From an optimization exercise on the open Yosys and OpenROAD flow, aimed at small area and a short achievable clock period; shortcuts taken in it are not production practice.
Function was checked by simulation only, so behaviour that the tests miss may differ from the original.
Power and IR drop assume default switching activity.

// mem_stall_resp
module mem_stall_resp
#(
  parameter int unsigned DEPTH_LOG2 = 8,
  parameter int unsigned LATENCY    = 4
) (
  input  logic              clk,
  input  logic              rst,
  input  logic [mem_resp_pkg::ADDR_W-1:0] Addr,
  input  logic [mem_resp_pkg::DATA_W-1:0] DataIn,
  input  logic              Rd,
  input  logic              Wr,
  output logic [mem_resp_pkg::DATA_W-1:0] DataOut,
  output logic              Done,
  output logic              Stall,
  output logic              err
);
export LEC_CHECK = 0
export CAP_MARGIN = 20
export CORE_MARGIN = 2
export CORE_UTILIZATION = 70
export CTS_BUF_LIST = sky130_fd_sc_hd__clkbuf_8 sky130_fd_sc_hd__clkbuf_16
export CTS_CLUSTER_DIAMETER = 50
export CTS_CLUSTER_SIZE = 33
export PLACE_DENSITY = 0.74
export SETUP_SLACK_MARGIN = 2.55
export SLEW_MARGIN = 20
export SYNTH_HIERARCHICAL = 1
export SYNTH_MEMORY_MAX_BITS = 8192
export SYNTH_MINIMUM_KEEP_SIZE = 0
create_clock -name core_clock -period 5.0 [get_ports {clk}]
standard.sh (not shown) runs the stock make flow with config.mk's settings and CLKGATE_MAP_FILE= SYNTH_SCRIPT=/design/flow/synth_recipe.tcl, a recipe that flattens the netlist after the stock synthesis.
==> flow/flow/run.sh <==
#!/bin/bash
# Layout flow: the standard flow (standard.sh, unchanged synthesis and
# steps), with the port buffers inserted as buf_2 cells instead of the
# default delay-cell buffers. The make output goes to standard_flow.log; ORFS
# keeps each step's log under orfs/logs.
set -euo pipefail
cd "$(dirname "$0")/.."
bash standard.sh "BUFFER_PORTS_ARGS=-buffer_cell sky130_fd_sc_hd__buf_2" finish > standard_flow.log 2>&1
The starting point finished clean.
Then changed:
--- a/flow/config.mk
+++ b/flow/config.mk
@@ -11,3 +11,3 @@
 export CTS_BUF_LIST = sky130_fd_sc_hd__clkbuf_8 sky130_fd_sc_hd__clkbuf_16
-export CTS_CLUSTER_DIAMETER = 50
+export CTS_CLUSTER_DIAMETER = 66
 export CTS_CLUSTER_SIZE = 33
After rerunning: Routed wire length goes down by 1.9%; setup slack is better by 0.039 ns; total power goes down by 5.4%; synthesized area stays the same; combinational power barely changes.
Then changed:
--- a/flow/config.mk
+++ b/flow/config.mk
@@ -11,4 +11,4 @@
 export CTS_BUF_LIST = sky130_fd_sc_hd__clkbuf_8 sky130_fd_sc_hd__clkbuf_16
-export CTS_CLUSTER_DIAMETER = 66
-export CTS_CLUSTER_SIZE = 33
+export CTS_CLUSTER_DIAMETER = 56
+export CTS_CLUSTER_SIZE = 32
 export PLACE_DENSITY = 0.74
Outcome: Critical path depth stays the same; synthesized cell count stays the same; count of clock-buffer cells in the layout rises by 26; via count grows by 0.55%; worst setup slack is worse by 0.0036 ns; total power increases by 3.2%; first-iteration DRC count is lower by 0.45%; final area rises by 1.4%.
Then changed:
--- a/flow/config.mk
+++ b/flow/config.mk
@@ -11,7 +11,7 @@
 export CTS_BUF_LIST = sky130_fd_sc_hd__clkbuf_8 sky130_fd_sc_hd__clkbuf_16
-export CTS_CLUSTER_DIAMETER = 56
-export CTS_CLUSTER_SIZE = 32
+export CTS_CLUSTER_DIAMETER = 66
+export CTS_CLUSTER_SIZE = 33
 export PLACE_DENSITY = 0.74
-export SETUP_SLACK_MARGIN = 2.55
-export SLEW_MARGIN = 20
+export SETUP_SLACK_MARGIN = 2.45
+export SLEW_MARGIN = 40
 export SYNTH_HIERARCHICAL = 1
Effect: The new run passed the timing, DRC and antenna checks. Sequential share of layout area goes up by 1.3 points. Area after synthesis is unchanged. Critical path depth is higher by 1. Global-route usage falls by 0.42 points. Routed wire length falls by about 1.1%. Setup slack loses 0.12 ns. Worst hold slack gets better by 0.016 ns. Core utilization is lower by 1.3 points. Final area goes down by about 1.6%.

## build 35
Starting RTL as in the previous note.
clock: 5.0 ns
lec_check: 0
cap_margin: 20
core_margin: 2
core_utilization: 70
cts_buf_list: sky130_fd_sc_hd__clkbuf_8 sky130_fd_sc_hd__clkbuf_16
cts_cluster_diameter: 60
cts_cluster_size: 30
place_density: 0.74
setup_slack_margin: 2.55
slew_margin: 20
synth_hierarchical: 1
synth_memory_max_bits: 8192
synth_minimum_keep_size: 0
Scripts as last shown in full above: flow/flow/run.sh
The flow did not stop early for build 35: all stages ran, and the layout cleared the timing, DRC and antenna checks.
Input-level comparison between build 53 and build 35:
diff --git a/flow/config.mk b/flow/config.mk
--- a/flow/config.mk
+++ b/flow/config.mk
@@ -11,4 +11,5 @@
 export CTS_BUF_LIST = sky130_fd_sc_hd__clkbuf_8 sky130_fd_sc_hd__clkbuf_16
-export CTS_CLUSTER_DIAMETER = 60
-export CTS_CLUSTER_SIZE = 30
+export CTS_CLUSTER_DIAMETER = 66
+export CTS_CLUSTER_SIZE = 33
+export GPL_ROUTABILITY_DRIVEN = 0
 export PLACE_DENSITY = 0.74
--- outcome ---
Fraction of power consumed by combinational cells is higher on build 53. Taking build 35 as the reference point, the final cell utilization of the core of build 53 falls by 0.54 points. Between build 35 and build 53, power per cell area is higher for build 35, build 53 comes in under that. Delta (build 53 minus build 35): post-route fraction of the period consumed by the critical path higher, fraction of area in clock buffers and inverters shrank by 0.70 points. Maximum clock skew at final layout sits higher in build 53 than in build 35. Sort build 35 and build 53 by power, descending, and build 35 comes first. Build 35 → build 53: net switching share of the total power flat; clock-buffer cell count went down by 11%; peak supply drop decreased by 16% relative to the old numbers. Compared with build 35, build 53 shows cell area that has gone down slightly.
Input changes introduced in build 39 (baseline for comparison: build 53):
diff --git a/flow/config.mk b/flow/config.mk
--- a/flow/config.mk
+++ b/flow/config.mk
@@ -13,5 +13,4 @@
 export CTS_CLUSTER_SIZE = 33
-export GPL_ROUTABILITY_DRIVEN = 0
 export PLACE_DENSITY = 0.74
-export SETUP_SLACK_MARGIN = 2.55
+export SETUP_SLACK_MARGIN = 2.45
 export SLEW_MARGIN = 20
### Flow results
Between build 39 and build 53, the global routing usage on met3 is lower for build 53. Build 39 vs. build 53: layout overhead on the synthesized area decreased by 0.53 points relative to the old numbers, number of fill cells closely matched the old numbers, fraction of area in registers rose by 0.38 points, synthesized cell count was more or less identical, total power consumption of the routed design saw little to no change.
For build 64, these inputs were changed with respect to build 39:
diff --git a/flow/config.mk b/flow/config.mk
--- a/flow/config.mk
+++ b/flow/config.mk
@@ -9,3 +9,3 @@
 export CORE_MARGIN = 2
-export CORE_UTILIZATION = 70
+export CORE_UTILIZATION = 75
 export CTS_BUF_LIST = sky130_fd_sc_hd__clkbuf_8 sky130_fd_sc_hd__clkbuf_16
@@ -13,4 +13,4 @@
 export CTS_CLUSTER_SIZE = 33
-export PLACE_DENSITY = 0.74
-export SETUP_SLACK_MARGIN = 2.45
+export PLACE_DENSITY = 0.79
+export SETUP_SLACK_MARGIN = 2.55
 export SLEW_MARGIN = 20
Findings:
Of the two values seen for timing endpoint of the critical path, u_array.part_q[67] was produced by build 64 and u_array.part_q[90] by build 39. Summary: with build 39 as the reference, routed wirelength normalized by instance count in build 64 moved up by a few percent. Diff build 39 -> build 64: non-clock buffer share of cell area shows an increase of 0.16 points, relative contribution of sequential cells to total power shows an increase of 0.4 points, part of the total power dissipated in the clock network shows a reduction of 0.6 points, time the final worst path needs with I/O delays and setup shows a reduction of 95 ps. primary input to flop as the path type of the worst setup path was reported by build 39, and flop to flop by build 64. Wire length of the first global-routing pass deteriorates in build 64 relative to build 39. On post-route clock period utilization, the lower figure sits with build 64, not build 39. Cell area across build 64 and build 39: no real change. Build 64 reached the final stage; the timing, DRC and antenna checks on its layout passed. Build 39 has higher die area than build 64.

Another version of the RTL of mem_stall_resp (not shown whole).
Size: roughly 6300 cells after synthesis.
==> flow/design.v (excerpt) <==
module mem_stall_resp
#(
  parameter int unsigned DEPTH_LOG2 = 8,
  parameter int unsigned LATENCY    = 4
) (
  input  logic              clk,
  input  logic              rst,
  input  logic [mem_resp_pkg::ADDR_W-1:0] Addr,
  input  logic [mem_resp_pkg::DATA_W-1:0] DataIn,
  input  logic              Rd,
  input  logic              Wr,
  output logic [mem_resp_pkg::DATA_W-1:0] DataOut,
  output logic              Done,
  output logic              Stall,
  output logic              err
);
  localparam int unsigned W   = mem_resp_pkg::DATA_W;
  localparam int unsigned LL2 = mem_resp_pkg::LOOP_LEN_LOG2;
  logic [LL2:0] phase, phase_p1, phase_m1;
  always_ff @(posedge clk) phase <= phase_p1;
  assign phase_p1 = phase + (LL2+1)'(1);
  assign phase_m1 = phase - (LL2+1)'(1);
  logic       busy_q, last_q, done_q, err_q, busy_d;
  logic [1:0] cnt_q;   
  logic       legal, accept, commit;
  logic       busy_s_n_q, done_s_q, busy_r_q;
  logic                  op_wr_q;
  logic [LL2-1:0]        word_q, word_x;
  logic [7:0]            hi_q, lo_q, hi_a, lo_a;
  logic [W-1:0]          wdata_q;
  logic                  wb_load, wb_valid_q, wr_drain;
  logic                  drain_c_q, drain_v_q, drain_v_d;
  logic [7:0]            drain_hc_q, drain_hv_q;
  logic [LL2-1:0]        wb_word_q;
  logic [7:0]            wb_hi_q, wb_lo_q;
  logic [W-1:0]          wb_data_q;
  ...
make LEC_CHECK=0 CAP_MARGIN=20 CORE_MARGIN=2 CORE_UTILIZATION=70 CTS_BUF_LIST='sky130_fd_sc_hd__clkbuf_8 sky130_fd_sc_hd__clkbuf_16' CTS_CLUSTER_DIAMETER=60 CTS_CLUSTER_SIZE=30 PLACE_DENSITY=0.74 SETUP_SLACK_MARGIN=2.4 SLEW_MARGIN=20 SYNTH_HIERARCHICAL=1 SYNTH_MEMORY_MAX_BITS=8192 SYNTH_MINIMUM_KEEP_SIZE=0 finish   # period 5.0 ns
run.sh (not shown) runs the stock make flow with config.mk's settings and CLKGATE_MAP_FILE= SYNTH_SCRIPT=/design/flow/synth_recipe.tcl, a recipe that flattens the netlist after the stock synthesis.
Stock flow here: none of the scripts above is used.
==> next run, changes <==
==> flow/flow/run.sh (new file) <==
#!/bin/bash
# Layout flow: the standard flow (standard.sh, unchanged synthesis and
# steps), with the port buffers inserted as buf_2 cells instead of the
# default delay-cell buffers. The make output goes to standard_flow.log; ORFS
# keeps each step's log under orfs/logs.
set -euo pipefail
cd "$(dirname "$0")/.."
bash standard.sh "BUFFER_PORTS_ARGS=-buffer_cell sky130_fd_sc_hd__buf_2" finish > standard_flow.log 2>&1
==> flow/standard.sh (new file) <==
#!/bin/bash
# synth_recipe.tcl (not shown) runs the flow's synth.tcl, then flattens the netlist and writes it again
# the make line also repeats each setting of config.mk as NAME=value (left out here)
make -C /OpenROAD-flow-scripts/flow DESIGN_CONFIG=/design/flow/config.mk WORK_HOME=/design/flow/orfs CLKGATE_MAP_FILE= SYNTH_SCRIPT=/design/flow/synth_recipe.tcl "${@:-finish}"
removed: flow/run.sh
Via count climbs by 0.90%.
Clock-buffer cell count decreases by 6.
Clock skew drops by 5.1 ps.

-- afterwards: timing with drivers on the ports --
How much do the figures lean on ideal ports? The routed layouts below were timed once more, with nothing changed but the port constraints.
Step 1: set_driving_cell puts a clkbuf_16 on clk and a buf_2 on each other input, an assumption about the parent block.
Step 2 adds t to the input delays and takes it off the output delays; t is the mean of the earliest and latest rising clock arrival at the registers after step 1. Input paths then give back, and output paths get back, about the clock's delay inside the block.
Slacks: ideal ports / drivers / drivers and shift; pairs: ideal ports / drivers.
| run | shift t [ns] | slack for setup (ns) | worst hold slack (ns) | worst register clock-pin slew, ns | worst slew at a driven data input, ns |
|---|---|---|---|---|---|
| the first run of note 1 | 0.922 | 2.410 / 2.353 / 1.608 | 0.309 / 0.269 / 0.309 | 0.12 / 0.12 | 0.18 |
| the second run of note 1 | 0.913 | 2.449 / 2.380 / 1.544 | 0.319 / 0.285 / 0.319 | 0.12 / 0.12 | 0.17 |
| the third run of note 1 | 0.910 | 2.446 / 2.386 / 1.564 | 0.308 / 0.286 / 0.308 | 0.12 / 0.12 | 0.16 |
| the fourth run of note 1 | 0.917 | 2.322 / 2.308 / 1.391 | 0.324 / 0.271 / 0.324 | 0.12 / 0.12 | 0.17 |
| build 35 | 0.897 | 2.464 / 2.387 / 1.581 | 0.319 / 0.298 / 0.319 | 0.11 / 0.11 | 0.16 |
| build 53 | 0.913 | 2.449 / 2.380 / 1.544 | 0.319 / 0.285 / 0.319 | 0.12 / 0.12 | 0.17 |
| build 39 | 0.903 | 2.347 / 2.331 / 1.427 | 0.320 / 0.296 / 0.320 | 0.12 / 0.12 | 0.15 |
| build 64 | 0.886 | 2.442 / 2.425 / 1.539 | 0.321 / 0.307 / 0.321 | 0.12 / 0.12 | 0.19 |
| the first run of note 3 | 0.899 | 2.341 / 2.289 / 1.390 | 0.306 / 0.306 / 0.306 | 0.11 / 0.11 | 0.16 |
| the second run of note 3 | 0.887 | 2.273 / 2.244 / 1.500 | 0.315 / 0.292 / 0.315 | 0.11 / 0.11 | 0.17 |
After both steps every run listed still meets setup and hold. The setup slack of the first run of note 3, which loses most, moves by -0.052 ns with the drivers and by -0.951 ns with both steps.
